From an optimization exercise on the open Yosys and OpenROAD flow, aimed at small area and few clock cycles; shortcuts taken in it are not production practice.
The RTL was checked by simulation tests, not by an equivalence proof against the original design.
Power is estimated from default activity; no workload was simulated.

**flow/design.v**
```verilog
`default_nettype none
package smpq_pkg;
   localparam int PRIO_W     = 64;
   localparam int OP_W       = 2;
   localparam int RSP_DATA_W = 16;
   localparam int REQ_DATA_W = PRIO_W + RSP_DATA_W;
   localparam int RSP_USER_W = 3;
   typedef enum logic [OP_W-1:0] {
      OP_PUSH = 2'd0,
      OP_POP  = 2'd1,
      OP_PEEK = 2'd2
   } op_type;
   typedef struct packed {
      logic push;
      logic pop;
   } cell_ctrl_type;
endpackage
`default_nettype wire
`default_nettype none
module smpq_cell
#(
   parameter int PAYLOAD_BITS = 16
) (
   input  wire logic                    clock,
   input  smpq_pkg::cell_ctrl_type           ctrl,
   input  wire logic                    occupied,
   input  wire logic [smpq_pkg::PRIO_W-1:0]       new_prio,
   input  wire logic [PAYLOAD_BITS-1:0] new_payload,
   input  wire logic                    left_le,
   input  wire logic [smpq_pkg::PRIO_W-1:0]       left_prio,
   input  wire logic [PAYLOAD_BITS-1:0] left_payload,
   input  wire logic [smpq_pkg::PRIO_W-1:0]       right_prio,
   input  wire logic [PAYLOAD_BITS-1:0] right_payload,
   output logic                         self_le,
   output logic [smpq_pkg::PRIO_W-1:0]            prio,
   output logic [PAYLOAD_BITS-1:0]      payload
);
   logic [smpq_pkg::PRIO_W-1:0]       prio_ff, prio_in;
   logic [PAYLOAD_BITS-1:0] payload_ff, payload_in;
   assign self_le = occupied && (prio_ff <= new_prio);
   always_comb begin
      prio_in    = prio_ff;
      payload_in = payload_ff;
      if (ctrl.push && !self_le) begin
         if (left_le) begin
            prio_in    = new_prio;
            payload_in = new_payload;
         end else begin
            prio_in    = left_prio;
            payload_in = left_payload;
         end
      end else if (ctrl.pop) begin
         prio_in    = right_prio;
         payload_in = right_payload;
      end
   end
   always_ff @(posedge clock) begin
      prio_ff    <= prio_in;
      payload_ff <= payload_in;
   end
   assign prio    = prio_ff;
   assign payload = payload_ff;
endmodule
`default_nettype wire
`default_nettype none
module stable_min_priority_queue
#(
   parameter int DEPTH        = 16,
   parameter int PAYLOAD_BITS = 16
) (
   input  wire logic                  clock,
   input  wire logic                  reset,
   input  wire logic                  req_tvalid,
   output logic                       req_tready,
   input  wire logic [smpq_pkg::REQ_DATA_W-1:0] req_tdata,   
   input  wire logic [smpq_pkg::OP_W-1:0]       req_tuser,   
   output logic                       rsp_tvalid,
   input  wire logic                  rsp_tready,
   output logic [smpq_pkg::RSP_DATA_W-1:0]      rsp_tdata,   
   output logic [smpq_pkg::RSP_USER_W-1:0]      rsp_tuser    
);
   localparam int CNT_W = $clog2(DEPTH + 1);
   logic [CNT_W-1:0] count_ff, count_in;
   logic             is_empty, is_full;
   logic [DEPTH-1:0] occupied;
   logic                    accept;
   smpq_pkg::op_type        op;
   logic [smpq_pkg::PRIO_W-1:0]       req_prio;
   logic [PAYLOAD_BITS-1:0] req_payload;
   logic [63:0]             req_payload_ext;
   smpq_pkg::cell_ctrl_type ctrl;
   logic [smpq_pkg::PRIO_W-1:0]       cell_prio    [DEPTH];
   logic [PAYLOAD_BITS-1:0] cell_payload [DEPTH];
   logic [DEPTH-1:0]        cell_le;
   logic [63:0]             head_ext;
   logic                  rsp_valid_ff, rsp_valid_in;
   logic [smpq_pkg::RSP_DATA_W-1:0] rsp_data_ff, rsp_data_in;
   logic [smpq_pkg::RSP_USER_W-1:0] rsp_user_ff, rsp_user_in;
   logic                  res_valid, res_empty, res_dropped;
   assign is_empty = (count_ff == '0);
   assign is_full  = (count_ff == CNT_W'(DEPTH));
   assign req_tready = !rsp_valid_ff || rsp_tready;
   assign accept     = req_tvalid && req_tready;
   assign op              = smpq_pkg::op_type'(req_tuser);
   assign req_prio        = req_tdata[smpq_pkg::PRIO_W-1:0];
   assign req_payload_ext = 64'(req_tdata[smpq_pkg::REQ_DATA_W-1:smpq_pkg::PRIO_W]);
   assign req_payload     = req_payload_ext[PAYLOAD_BITS-1:0];
   assign head_ext = 64'(cell_payload[0]);
   always_comb begin
      ctrl        = '0;
      res_valid   = 1'b0;
      res_dropped = 1'b0;
      res_empty   = is_empty;
      count_in    = count_ff;
      case (op)
         smpq_pkg::OP_PUSH: begin
            if (is_full) begin
               res_dropped = 1'b1;
            end else begin
               ctrl.push = accept;
               res_empty = 1'b0;
               if (accept) count_in = count_ff + 1'b1;
            end
         end
         smpq_pkg::OP_POP: begin
            if (!is_empty) begin
               ctrl.pop  = accept;
               res_valid = 1'b1;
               res_empty = (count_ff == CNT_W'(1));
               if (accept) count_in = count_ff - 1'b1;
            end
         end
         smpq_pkg::OP_PEEK: begin
            res_valid = !is_empty;
         end
         default: begin
         end
      endcase
   end
   for (genvar i = 0; i < DEPTH; i++) begin : g_cell
      logic [smpq_pkg::PRIO_W-1:0]       left_prio, right_prio;
      logic [PAYLOAD_BITS-1:0] left_payload, right_payload;
      logic                    left_le;
      assign occupied[i] = (count_ff > CNT_W'(i));
      if (i == 0) begin : g_head
         assign left_le      = 1'b1;
         assign left_prio    = '0;
         assign left_payload = '0;
      end else begin : g_body
         assign left_le      = cell_le[i-1];
         assign left_prio    = cell_prio[i-1];
         assign left_payload = cell_payload[i-1];
      end
      if (i == DEPTH - 1) begin : g_tail
         assign right_prio    = '0;
         assign right_payload = '0;
      end else begin : g_inner
         assign right_prio    = cell_prio[i+1];
         assign right_payload = cell_payload[i+1];
      end
      smpq_cell #(
         .PAYLOAD_BITS(PAYLOAD_BITS)
      ) u_cell (
         .clock        (clock),
         .ctrl         (ctrl),
         .occupied     (occupied[i]),
         .new_prio     (req_prio),
         .new_payload  (req_payload),
         .left_le      (left_le),
         .left_prio    (left_prio),
         .left_payload (left_payload),
         .right_prio   (right_prio),
         .right_payload(right_payload),
         .self_le      (cell_le[i]),
         .prio         (cell_prio[i]),
         .payload      (cell_payload[i])
      );
   end
   always_comb begin
      rsp_valid_in = rsp_valid_ff;
      rsp_data_in  = rsp_data_ff;
      rsp_user_in  = rsp_user_ff;
      if (accept) begin
         rsp_valid_in = 1'b1;
         rsp_data_in  = res_valid ? head_ext[smpq_pkg::RSP_DATA_W-1:0] : '0;
         rsp_user_in  = {res_dropped, res_empty, res_valid};
      end else if (rsp_tready) begin
         rsp_valid_in = 1'b0;
      end
   end
   always_ff @(posedge clock) begin
      if (reset) begin
         count_ff     <= '0;
         rsp_valid_ff <= 1'b0;
      end else begin
         count_ff     <= count_in;
         rsp_valid_ff <= rsp_valid_in;
      end
   end
   always_ff @(posedge clock) begin
      rsp_data_ff <= rsp_data_in;
      rsp_user_ff <= rsp_user_in;
   end
   assign rsp_tvalid = rsp_valid_ff;
   assign rsp_tdata  = rsp_data_ff;
   assign rsp_tuser  = rsp_user_ff;
endmodule
`default_nettype wire
```
**flow/run.sh**
```bash
#!/bin/bash
# synth_recipe.tcl (not shown) runs the flow's synth.tcl, then flattens the netlist and writes it again
# the make line also repeats each setting of config.mk as NAME=value (left out here)
make -C /OpenROAD-flow-scripts/flow DESIGN_CONFIG=/design/flow/config.mk WORK_HOME=/design/flow/orfs CLKGATE_MAP_FILE= SYNTH_SCRIPT=/design/flow/synth_recipe.tcl finish
```
**flow/config.mk**
```make
export PLATFORM = sky130hd
export DESIGN_NAME = stable_min_priority_queue
export DESIGN_NICKNAME = stable_min_priority_queue
export VERILOG_FILES = /design/flow/design.v
export SDC_FILE = /design/flow/constraint.sdc
export NUM_CORES = 4
export LEC_CHECK = 0
export CAP_MARGIN = 20
export CORE_MARGIN = 2
export CORE_UTILIZATION = 40
export SLEW_MARGIN = 20
```
**flow/constraint.sdc**
```tcl
create_clock -name core_clock -period 6.0 [get_ports {clock}]
set_input_delay 1.2000 -clock core_clock [delete_from_list [all_inputs] [get_ports {clock}]]
set_output_delay 1.2000 -clock core_clock [all_outputs]
set_load 0.01 [all_outputs]
```
==> flow_summary.yaml <==
run_status:
  outcome: "timing/DRC/antenna clean"
layout:
  fin_util_pct: 46.33
  fillers: 20470
  fin_nets: 9543
  area_growth_pct: 15.47
  final_cells: 11530
  drive_gt1_share_pct: 13.54
worst_setup_path:
  max_stage_delay_ns: 0.97
  rr_worst_depth: 12
  crit_slowest_cell: "nor3_1"
  cp_max_fo: 44
  r2r-end: "g_cell[3].u_cell.prio_ff[35]"
  reg2reg_slack_ns: 1.41
  r2r_start: "g_cell[2].u_cell.prio_ff[59]"
  critPathLaunchType: "primary input"
  cpLargestDelayFamily: "simple AND/OR/NAND/NOR gates"
  critPathCaptureType: "flip-flop"
  worstPathCellList: "clkdlybuf4s50_1 > inv_1 > buf_4 > ha_1 > nand4_1 > nor3_1 > or4b_1 > or4_4 > nand2_1 > nor2_4 > buf_12 > mux2_2"
  cp.arrival_ns: 6.12
  critPathKind: "in -> reg"
  crit_required_ns: 6.57
  path_buf_inv: 4
worst_hold_path:
  hold_class: "reg -> reg"
  hold_depth: 2
  holdCritStartpoint: "rsp_valid_ff"
  whs_endpoint: "rsp_valid_ff"
cts:
  clkLatencyLatePin_ns: 0.88
  numCtsBuffers: 159
  hold_buffers: 0
  cts.clk_slew.worst_paths_ns: 0.06
  clockBufferDepth: 3
  postCtsSetupRepairBufs: 0
  cts_resized: 0
  htree_levels: 4
  root_buffer: "clkbuf_16"
  cts_tree: "yes"
  clkSinkCount: 1305
route:
  drt_iter0_drc: 7621
  remaining_drc_errors: 0
  ant_nets: 0
  wirelength_um: 333700
  wl_per_cell_um: 28.94
  viasPerCell: 6.238
  vias: 71930
  firstDrtPassIters: 9
die:
  die_w_um: 475.5
  start_util_pct: 40.12
  rows: 173
  dieArea_um2: 226100
  die_h_um: 475.5
  coreArea_um2: 221700
  pin_count: 107
job:
  max_cap_viol_count: 0
yosys:
  synth_fp_nets: 9363
  synthFlopType: "edfxtp_1"
  yosysWarningCount: 4
  avgSynthCellArea_um2: 10.79
  synth_area_um2: 88930
  synth-seq-cells: 1305
  synth_edf_count: 1299
  ys_types: 75
  seq_area_frac_synth_pct: 44.00
  async_reset_ff_share_pct: 0
  syn-instance-count: 8245
sta:
  finalWorstSetupSlack_ns: 0.4444
  maxSlewHeadroom_pct: 11.56
  fin_crit_sh_pct: 92.59
  fin_crit_ns: 5.556
  slew_violations: 0
  whs_ns: 0.5304
  clock_skew_ns: 0.06593
  fmax_mhz: 180.0
  tightestPinTransition_ns: 1.312
  setup_viol: 0
  rsz0062_at_grt: "false"
  hold_viol: 0
global_route:
  track_usage_pct: 28.84
  grt_max_degree: 89
  use_met1_pct: 38.99
  overflow: 0
  grt_antenna_before_repair: 10
  grt_pass1_vias: 70360
  top_usage_layer: "met2"
  grt_pass1_wl_um: 484700
  gr-usage-met3_pct: 5.357
  grtUsageMet2_pct: 44.39
power:
  cellLeakagePower_nw: 44.51
  total_power_mw: 25.81
  vdd_drop_max_mv: 0.2997
  powerDensity_nw_per_um2: 251.4
placement:
  place.detailed.hpwl_um: 240500
  dp.cells: 11240
  finalWeightedCongestion: 0.9929
  port_buffers: 106
  dp_slack_ns: -0.4118
-- power by group --
group          leakage, nW  switching (mW)  internal (mW)
logic                 30.0            2.97           1.85
registers             12.0           0.406           10.7
clock network         2.52            4.36           5.53
total                 44.5            7.74           18.1
-- Yosys cell counts (11+ instances only) --
cell | number | area share (%)
nand2b_1 | 30 | 0.21
nand2_1 | 184 | 0.78
o211ai_1 | 24 | 0.20
nor4_1 | 31 | 0.22
or3_1 | 11 | 0.077
and4_1 | 24 | 0.24
a221oi_1 | 28 | 0.28
mux2i_1 | 967 | 11
edfxtp_1 | 1299 | 44
ha_1 | 1032 | 15
o21ai_0 | 195 | 1.1
a21o_1 | 181 | 1.5
buf_1 | 16 | 0.068
o21a_1 | 17 | 0.14
clkbuf_1 | 401 | 1.7
mux2_2 | 366 | 4.6
a31oi_1 | 89 | 0.63
and2_1 | 25 | 0.18
nor2_1 | 791 | 3.3
a211oi_1 | 21 | 0.18
buf_2 | 149 | 0.84
a21oi_1 | 1591 | 9.0
inv_1 | 126 | 0.53
mux2_1 | 30 | 0.38
nor2b_1 | 34 | 0.24
nor3_1 | 44 | 0.25
nand4_1 | 216 | 1.5
buf_4 | 20 | 0.17
nand3_1 | 160 | 0.90
-- stage by stage --
stage	cell area (um^2)	TNS, ns
2_1_floorplan	88980	0
3_3_place_gp	97470	-99.00
3_5_place_dp	97470	-106.76
4_1_cts	102700	0
5_1_grt	102700	0
6_report	102700	0
-- registers in the layout, indices dropped and copies added (netlist names) --
register                  cells
rsp_data_ff                  16
rsp_user_ff                   3
g_cell.u_cell.payload_ff    256
rsp_valid_ff                  1
count_ff                      5
g_cell.u_cell.prio_ff      1024
-- per-layer routing --
metal	routed length, um	share of wire (%)	vias up
met5	46	0.014	-
met4	18270	5.5	8
met3	29820	8.9	670
met2	146700	44	3457
met1	138900	42	35890
li1	-	-	31900
-- cell type report --
type	instances	area, um^2	share of cell area (%)
Inverter	126	473.0	0.4606
Sequential cell	1305	39130	38.11
Multi-Input combinational cell	6228	47320	46.08
Antenna cell	2	5.005	0.004874
Timing Repair Buffer	605	6844	6.665
Clock buffer	184	4073	3.966
Clock inverter	106	1121	1.092
Tap cell	2975	3722	3.625
-- cells by family after synthesis --
| family | Yosys count | synth area share [%] |
|---|---|---|
| compound gates | 2238 | 13.94 |
| simple gates | 1592 | 8.317 |
| mux | 1363 | 15.90 |
| flops | 1305 | 44.00 |
| fa+ha+maj | 1032 | 14.52 |
| buf+inv | 712 | 3.299 |
| xor+xnor | 3 | 0.02955 |
-- worst max path at each step --
stage / cells past startpoint / start / end
2_1_floorplan: 12 / req_tdata[59] / g_cell[5].u_cell.payload_ff[0]
3_3_place_gp: 14 / req_tdata[63] / g_cell[6].u_cell.prio_ff[18]
3_5_place_dp: 14 / req_tdata[63] / g_cell[6].u_cell.prio_ff[18]
4_1_cts: 14 / req_tdata[63] / g_cell[6].u_cell.prio_ff[16]
5_1_grt: 15 / req_tdata[61] / g_cell[3].u_cell.prio_ff[16]
6_report: 12 / req_tdata[13] / g_cell[3].u_cell.prio_ff[16]
-- worst register-to-register path, delay by kind of cell (launching register included) --
kind	cells	cell delay (ns)
adders and majority gates	1	0.35
AOI/OAI and AO/OA	2	0.42
DFF	1	0.45
buffers and inverters	3	0.77
and+or+nand+nor	4	1.62
muxes	2	0.70
-- placed cells by master (no fill, tap or decap), types with 16 or more instances in the layout --
cell type        count
a211oi_1            21
a21o_1             181
a21oi_1           1577
a221oi_1            28
a31oi_1             89
and2_1              19
and4_1              24
buf_12             163
buf_4              335
clkbuf_1            25
clkbuf_16          159
clkdlybuf4s50_1    106
clkinv_1            40
clkinv_2            29
edfxtp_1          1299
ha_1              1032
inv_1              126
mux2_1              30
mux2_2             366
mux2i_1            967
nand2_1            182
nand2b_1            18
nand3_1            159
nand4_1            216
nor2_1             789
nor2b_1             34
nor3_1              44
nor4_1              30
o211ai_1            24
o21a_1              16
o21ai_0            193
Testbench counts, summed over its fixed seeds: cycles 12,008.

[re-timing with driven ports]
Ports are ideal in the flow. The routed layout listed here was re-timed in OpenROAD.
Step 1 assumes that a clkbuf_16 drives the clock port and a buf_2 every other input.
Step 2 also shifts input and output timing later by t, the mid clock arrival at the registers, as if the neighbouring blocks saw the same clock.
Slacks: no drivers / after step 1 / after step 2; pairs: no drivers / after step 1.
t, ns: 0.933
slack for setup (ns): 0.444 / 0.495 / -0.438
worst setup path after step 2: input to register
latest minus earliest clock arrival (ns): 0.069 / 0.069
pins driven straight from the clock port: 1
Met with ideal ports but missed after step 2: setup timing in this run. For this run, drivers alone change the setup slack by +0.051 ns; drivers and shift together by -0.882 ns.
